This design comes from an exercise in tuning for small area, a short achievable clock period and few clock cycles per item on the open sky130 flow, not from production work. The RTL was checked by simulation tests, not by an equivalence proof against the original design. Power and IR drop assume default switching activity.

### flow/run.sh
#!/bin/bash
# synth_recipe.tcl (not shown) runs the flow's synth.tcl, then flattens the netlist and writes it again
# the make line also repeats each setting of config.mk as NAME=value (left out here)
make -C /OpenROAD-flow-scripts/flow DESIGN_CONFIG=/design/flow/config.mk WORK_HOME=/design/flow/orfs CLKGATE_MAP_FILE= SYNTH_SCRIPT=/design/flow/synth_recipe.tcl finish
### flow/config.mk
export PLATFORM = sky130hd
export DESIGN_NAME = sample_tracker_report_scheduler
export DESIGN_NICKNAME = sample_tracker_report_scheduler
export VERILOG_FILES = /design/flow/design.v
export SDC_FILE = /design/flow/constraint.sdc
export NUM_CORES = 4
export LEC_CHECK = 0
export CAP_MARGIN = 20
export CORE_MARGIN = 2
export CORE_UTILIZATION = 40
export SLEW_MARGIN = 20
### flow/constraint.sdc
create_clock -name core_clock -period 6.5 [get_ports {clk}]
set_input_delay 1.3000 -clock core_clock [delete_from_list [all_inputs] [get_ports {clk}]]
set_output_delay 1.3000 -clock core_clock [all_outputs]
set_load 0.01 [all_outputs]
### flow/design.v
`default_nettype none
package strs_pkg;
	localparam int ValueW  = 32;
	localparam int TimeW   = 32;
	localparam int CfgIdxW = 2;
	localparam int CfgW    = 32;
	typedef enum logic {
		CMD_SAMPLE = 1'b0,
		CMD_TICK   = 1'b1
	} cmd_t;
	localparam logic [CfgIdxW-1:0] CFG_REPORT_MIN = 2'd0;
	localparam logic [CfgIdxW-1:0] CFG_REPORT_MAX = 2'd1;
	localparam logic [CfgIdxW-1:0] CFG_ON_CHANGE  = 2'd2;
	localparam int CodeMinBit = 0;
	localparam int CodeMaxBit = 1;
	typedef struct packed {
		logic                     command;
		logic signed [ValueW-1:0] sample_value;
		logic                     sample_valid;
	} item_t;
	typedef struct packed {
		logic                     value_changed;
		logic [1:0]               min_max_code;
		logic                     report_due;
		logic signed [ValueW-1:0] current_value;
		logic                     current_valid;
		logic signed [ValueW-1:0] min_value;
		logic signed [ValueW-1:0] max_value;
		logic                     min_max_valid;
	} result_t;
endpackage
`default_nettype wire
`default_nettype none
module sample_tracker_report_scheduler (
	input  wire logic                              clk,
	input  wire logic                              arst_n,
	input  wire logic                              cfg_write,
	input  wire logic [strs_pkg::CfgIdxW-1:0]      cfg_index,
	input  wire logic [strs_pkg::CfgW-1:0]         cfg_data,
	input  wire logic                              item_valid,
	output logic                                   item_ready,
	input  wire logic [33:0]                       item,
	output logic                                   result_valid,
	input  wire logic                              result_ready,
	output logic [101:0]                           result
);
	logic [strs_pkg::TimeW-1:0] report_min_q;
	logic [strs_pkg::TimeW-1:0] report_max_q;
	logic                       on_change_q;
	logic [strs_pkg::TimeW-1:0]          clock_q;
	logic [strs_pkg::TimeW-1:0]          start_q;
	logic signed [strs_pkg::ValueW-1:0]  value_q;
	logic                                valid_q;
	logic                                pending_q;
	logic signed [strs_pkg::ValueW-1:0]  min_q;
	logic signed [strs_pkg::ValueW-1:0]  max_q;
	logic                                ext_valid_q;
	logic            valid_s1;
	strs_pkg::item_t item_s1;
	logic              res_valid_q;
	strs_pkg::result_t res_q;
	logic advance;
	logic                                same;
	logic signed [strs_pkg::ValueW-1:0]  nxt_value;
	logic                                nxt_valid;
	logic                                nxt_pending;
	logic signed [strs_pkg::ValueW-1:0]  nxt_min;
	logic signed [strs_pkg::ValueW-1:0]  nxt_max;
	logic                                nxt_ext;
	logic                                new_min;
	logic                                new_max;
	logic [strs_pkg::TimeW-1:0]          nxt_clock;
	logic [strs_pkg::TimeW-1:0]          nxt_start;
	logic [strs_pkg::TimeW-1:0]          elapsed;
	logic                                due;
	logic                                changed;
	strs_pkg::result_t                   res_d;
	assign advance      = valid_s1 && (!res_valid_q || result_ready);
	assign item_ready   = !valid_s1 || advance;
	assign result_valid = res_valid_q;
	assign result       = res_q;
	always_comb begin
		same        = 1'b0;
		changed     = 1'b0;
		nxt_value   = value_q;
		nxt_valid   = valid_q;
		nxt_pending = pending_q;
		nxt_min     = min_q;
		nxt_max     = max_q;
		nxt_ext     = ext_valid_q;
		new_min     = 1'b0;
		new_max     = 1'b0;
		nxt_clock   = clock_q;
		nxt_start   = start_q;
		elapsed     = '0;
		due         = 1'b0;
		unique case (item_s1.command)
			strs_pkg::CMD_SAMPLE: begin
				same = item_s1.sample_valid && valid_q &&
					(item_s1.sample_value == value_q);
				if (!same) begin
					changed     = 1'b1;
					nxt_value   = item_s1.sample_valid ? item_s1.sample_value : '0;
					nxt_valid   = item_s1.sample_valid;
					nxt_pending = 1'b1;
				end
				if (nxt_valid) begin
					new_max = !ext_valid_q || (max_q < nxt_value);
					new_min = !ext_valid_q || (nxt_value < min_q);
					if (new_max) begin
						nxt_max = nxt_value;
					end
					if (new_min) begin
						nxt_min = nxt_value;
					end
					nxt_ext = 1'b1;
				end
			end
			strs_pkg::CMD_TICK: begin
				nxt_clock = clock_q + 32'd1;
				elapsed   = nxt_clock - start_q;    
				if (report_min_q != '0) begin
					if (on_change_q) begin
						due = (pending_q && (elapsed > report_min_q)) ||
							(elapsed > report_max_q);
					end else begin
						due = elapsed > report_min_q;
					end
				end
				if (due) begin
					nxt_pending = 1'b0;
					nxt_start   = nxt_clock;
				end
			end
			default: ;
		endcase
		res_d                                   = '0;
		res_d.value_changed                     = changed;
		res_d.min_max_code[strs_pkg::CodeMinBit] = new_min;
		res_d.min_max_code[strs_pkg::CodeMaxBit] = new_max;
		res_d.report_due                        = due;
		res_d.current_value                     = nxt_value;
		res_d.current_valid                     = nxt_valid;
		res_d.min_value                         = nxt_min;
		res_d.max_value                         = nxt_max;
		res_d.min_max_valid                     = nxt_ext;
	end
	always_ff @(posedge clk or negedge arst_n) begin
		if (!arst_n) begin
			report_min_q <= '0;
			report_max_q <= '0;
			on_change_q  <= 1'b0;
		end else if (cfg_write) begin
			unique case (cfg_index)
				strs_pkg::CFG_REPORT_MIN: report_min_q <= cfg_data;
				strs_pkg::CFG_REPORT_MAX: report_max_q <= cfg_data;
				strs_pkg::CFG_ON_CHANGE:  on_change_q  <= cfg_data[0];
				default: ;    
			endcase
		end
	end
	always_ff @(posedge clk or negedge arst_n) begin
		if (!arst_n) begin
			valid_s1    <= 1'b0;
			res_valid_q <= 1'b0;
			clock_q     <= '0;
			start_q     <= '0;
			value_q     <= '0;
			valid_q     <= 1'b0;
			pending_q   <= 1'b0;
			min_q       <= '0;
			max_q       <= '0;
			ext_valid_q <= 1'b0;
		end else begin
			if (item_ready) begin
				valid_s1 <= item_valid;
			end
			if (advance) begin
				res_valid_q <= 1'b1;
			end else if (result_ready) begin
				res_valid_q <= 1'b0;
			end
			if (advance) begin
				clock_q     <= nxt_clock;
				start_q     <= nxt_start;
				value_q     <= nxt_value;
				valid_q     <= nxt_valid;
				pending_q   <= nxt_pending;
				min_q       <= nxt_min;
				max_q       <= nxt_max;
				ext_valid_q <= nxt_ext;
			end
		end
	end
	always_ff @(posedge clk) begin
		if (item_ready && item_valid) begin
			item_s1 <= item;
		end
		if (advance) begin
			res_q <= res_d;
		end
	end
endmodule
`default_nettype wire
==> impl_metrics.py <==
metrics = {
    "outcome": {
        "outcome": "no timing/DRC/antenna violations",
    },
    "power_and_ir_drop": {
        "power_leakage_nw": 10.5,
        "power_mw": 11.1,
        "peakVddDrop_mv": 0.308,
        "p_per_area_nw_per_um2": 471,
    },
    "placement": {
        "place.gp.congestion": 0.859,
        "dpl_cell_area_sq_um": 22200,
        "port_buffers": 176,
        "dp_hpwl_um": 37400,
    },
    "synth": {
        "syn_area_per_cell_sq_um": 11.6,
        "synth_cell_type_count": 63,
        "async_flop_share": 0.628,
        "synth_top_area_frac": 0.293,
        "post-synth-top-count-cell": "dfrtp_1",
        "synthFlopType": "dfrtp_1",
        "synth_nets": 1927,
        "synth_edf_count": 136,
        "ys_warn_count": 1,
        "synth_area_sq_um": 19700,
        "yosys-top-cells-count": "dfrtp_1 (230), inv_1 (169), ha_1 (158)",
        "synth.area.top_cells": "dfrtp_1 (29%), edfxtp_1 (21%), ha_1 (10%)",
        "yosys.area.top_type": "dfrtp_1",
        "ys_ff_latch": 366,
        "seq_area_frac_synth": 0.500,
        "synth_cells": 1695,
    },
    "finish": {
        "fin_util": 0.485,
        "postLayoutCellArea_sq_um": 23700,
        "nets": 2116,
        "syn_to_final_growth_pct": 20.2,
        "drive_gt1_frac": 0.128,
        "antenna_cells": 0,
    },
    "cts": {
        "h-tree-depth": 2,
        "cts_tree": "built",
        "numCtsBuffers": 42,
        "clock-sinks": 366,
        "cts_hold_buf": 0,
        "clock_latency_ns": 0.59,
        "clockBufferDepth": 3,
        "clk_pin_slew_ns": 0.06,
        "cts-root-buf": "clkbuf_16",
    },
    "grt": {
        "track_usage": 0.202,
        "grt_pass1_wl_um": 78800,
        "overflow": 0,
        "grt_pass1_vias": 13800,
        "grt_max_degree": 121,
        "antenna_found_initial": 0,
    },
    "die": {
        "num_rows": 81,
        "initial_utilization": 0.404,
        "core_area_sq_um": 48700,
        "die_area_sq_um": 51000,
        "io_pins": 177,
        "die_w_um": 226,
        "die_height_um": 226,
    },
    "setup_path": {
        "end_kind": "flip-flop",
        "path_class": "reg -> reg",
        "crit_top_cell": "and3_1",
        "path_buf_inv": 1,
        "startpoint_type": "flip-flop",
        "cp.arrival_ns": 6.60,
        "path_max_fanout": 33,
        "path_delay_family": "simple AND/OR/NAND/NOR gates",
        "cp_slowest_cell": "or4_1",
        "worstPathRequired_ns": 6.96,
        "critPathMaxStageDelay_ns": 0.56,
    },
    "routing": {
        "drt_wl_total_um": 51000,
        "vias": 13500,
        "drt_pre_antenna_iters": 5,
        "vias_per_cell": 5.24,
        "ant_nets": 0,
        "drtIter0Drc": 747,
        "drc": 0,
        "avgRoutedWirePerCell_um": 19.7,
    },
    "sta": {
        "max_freq_mhz": 163,
        "hold_viol_final": 0,
        "worst_pin_slew_ns": 1.01,
        "setup_viol_count_final": 0,
        "holdWs_ns": 0.482,
        "report.final.slew_viol_count": 0,
        "relSlewSlack": 0.323,
        "period_minus_slack_ns": 6.14,
        "post-route-period-util": 0.945,
        "fin_skew_ns": 0.0320,
    },
    "job": {
        "maxCapViolations": 0,
    },
    "worst_hold_path": {
        "hold_path.class": "reg -> reg",
    },
}
cell type report:
class | count | area (sq um)
fillers | 4397 | 25100
inverters | 169 | 637
flip-flops and latches | 366 | 9840
repair buffers | 196 | 1950
multi-input cells | 1109 | 8970
well taps | 664 | 831
clock inverters | 21 | 254
clock buffers | 56 | 1160
kinds of logic (layout without fill, tap and decap cells):
logic type	count (synthesis)	count (layout)	synth area share
adder cells (fa/ha/maj)	159	159	0.101
XOR/XNOR	123	123	0.0548
multiplexers	196	196	0.109
buffers and inverters	220	442	0.0478
AND/OR/NAND/NOR	353	353	0.0886
AO/OA/AOI/OAI	278	278	0.0988
flip-flops	366	366	0.500
registers in the layout, indices dropped and copies added (netlist names), 32 cells and up:
signal and cells:
value_q 32, min_q 32, report_min_q 32, start_q 32, clock_q 32, res_q 102, item_s1 34, report_max_q 32
max_q 32
power breakdown:
| part | internal (mW) | total [mW] | switching, mW |
|---|---|---|---|
| combinational | 2.49 | 5.49 | 3.00 |
| sequential | 2.95 | 3.22 | 0.262 |
| clock | 1.43 | 2.43 | 0.998 |
| total | 6.87 | 11.1 | 4.26 |
timing repair:
| action | in CTS | in global routing |
|---|---|---|
| gates resized for setup | 1 | 11 |
| setup buffers | 0 | 2 |
| endpoints found under the setup margin | 26 | 34 |
| pin swaps | 0 | 5 |
layer usage:
| metal | up-vias | global-route usage | wire length [um] |
|---|---|---|---|
| li1 | 6481 | - | - |
| met1 | 6698 | 0.273 | 23300 |
| met2 | 286 | 0.336 | 24400 |
| met5 | - | 0 | 0 |
| met4 | 0 | 0.0645 | 1300 |
| met3 | 64 | 0.0254 | 1970 |
layout by cell type, fill, tap and decap left out, drive strengths merged, types with 7 or more instances in the layout:
master and instances:
and3 18, nand3 31, xnor2 53, nand2b 15, nor4 20, clkdlybuf4s50 175, a22o 63, a2111oi 7
clkbuf 56, o21ai 66, a21oi 44, nor2b 8, edfxtp 136, clkinv 15, nor2 64, a211oi 11
inv 171, nor3 22, mux2 130, o21a 8, mux2i 66, nand2 121, nand4 32, a21o 31
ha 158, dfrtp 230, buf 21, xor2 70
stage by stage:
step | TNS (ns) | cells | worst slack, ns
5_1_grt | -0.420 | 2581 | -0.0322
4_1_cts | 0 | 2579 | 0.0339
3_5_place_dp | 0 | 2502 | 0.0416
3_3_place_gp | 0 | 2501 | 0.166
6_report | 0 | 2581 | 0.356
2_1_floorplan | 0 | 1695 | 0.488
worst paths after layout:
check / start / to / slack [ns] / depth (start not counted)
worst max register to register: clock_q[1]$_DFFE_PN0P_ / start_q[6]$_DFFE_PN0P_ / 0.36 / 26
worst min register to register: clock_q[31]$_DFFE_PN0P_ / clock_q[31]$_DFFE_PN0P_ / 0.48 / 1
min in group asynchronous: arst_n / report_max_q[1]$_DFFE_PN0P_ / 0.82 / 1
worst min-delay path: clock_q[31]$_DFFE_PN0P_ / clock_q[31]$_DFFE_PN0P_ / 0.48 / 1
worst max-delay path: clock_q[1]$_DFFE_PN0P_ / start_q[6]$_DFFE_PN0P_ / 0.36 / 26
max in group asynchronous: arst_n / value_q[7]$_DFFE_PN0P_ / 4.48 / 2
Testbench counts, summed over its fixed seeds: cycles 16,032, items 16,000.

[port drivers added, routing unchanged]
The flow's constraints put no driver on any port. The routed layout listed below was extracted and timed again, unchanged, in two steps.
Step 1 assumes that a clkbuf_16 drives the clock port and a buf_2 every other input.
Step 2 also shifts input and output timing later by t, the mid clock arrival at the registers, as if the neighbouring blocks saw the same clock.
Three values: no drivers, after step 1, after step 2; two values: the first two.
t, ns: 0.629
setup WS [ns]: 0.356 / 0.356 / 0.356
cell pins on the clock port's net: 1
After both steps this run still meets setup and hold. For this run, drivers alone change the setup slack by 0.000 ns; drivers and shift together by 0.000 ns.
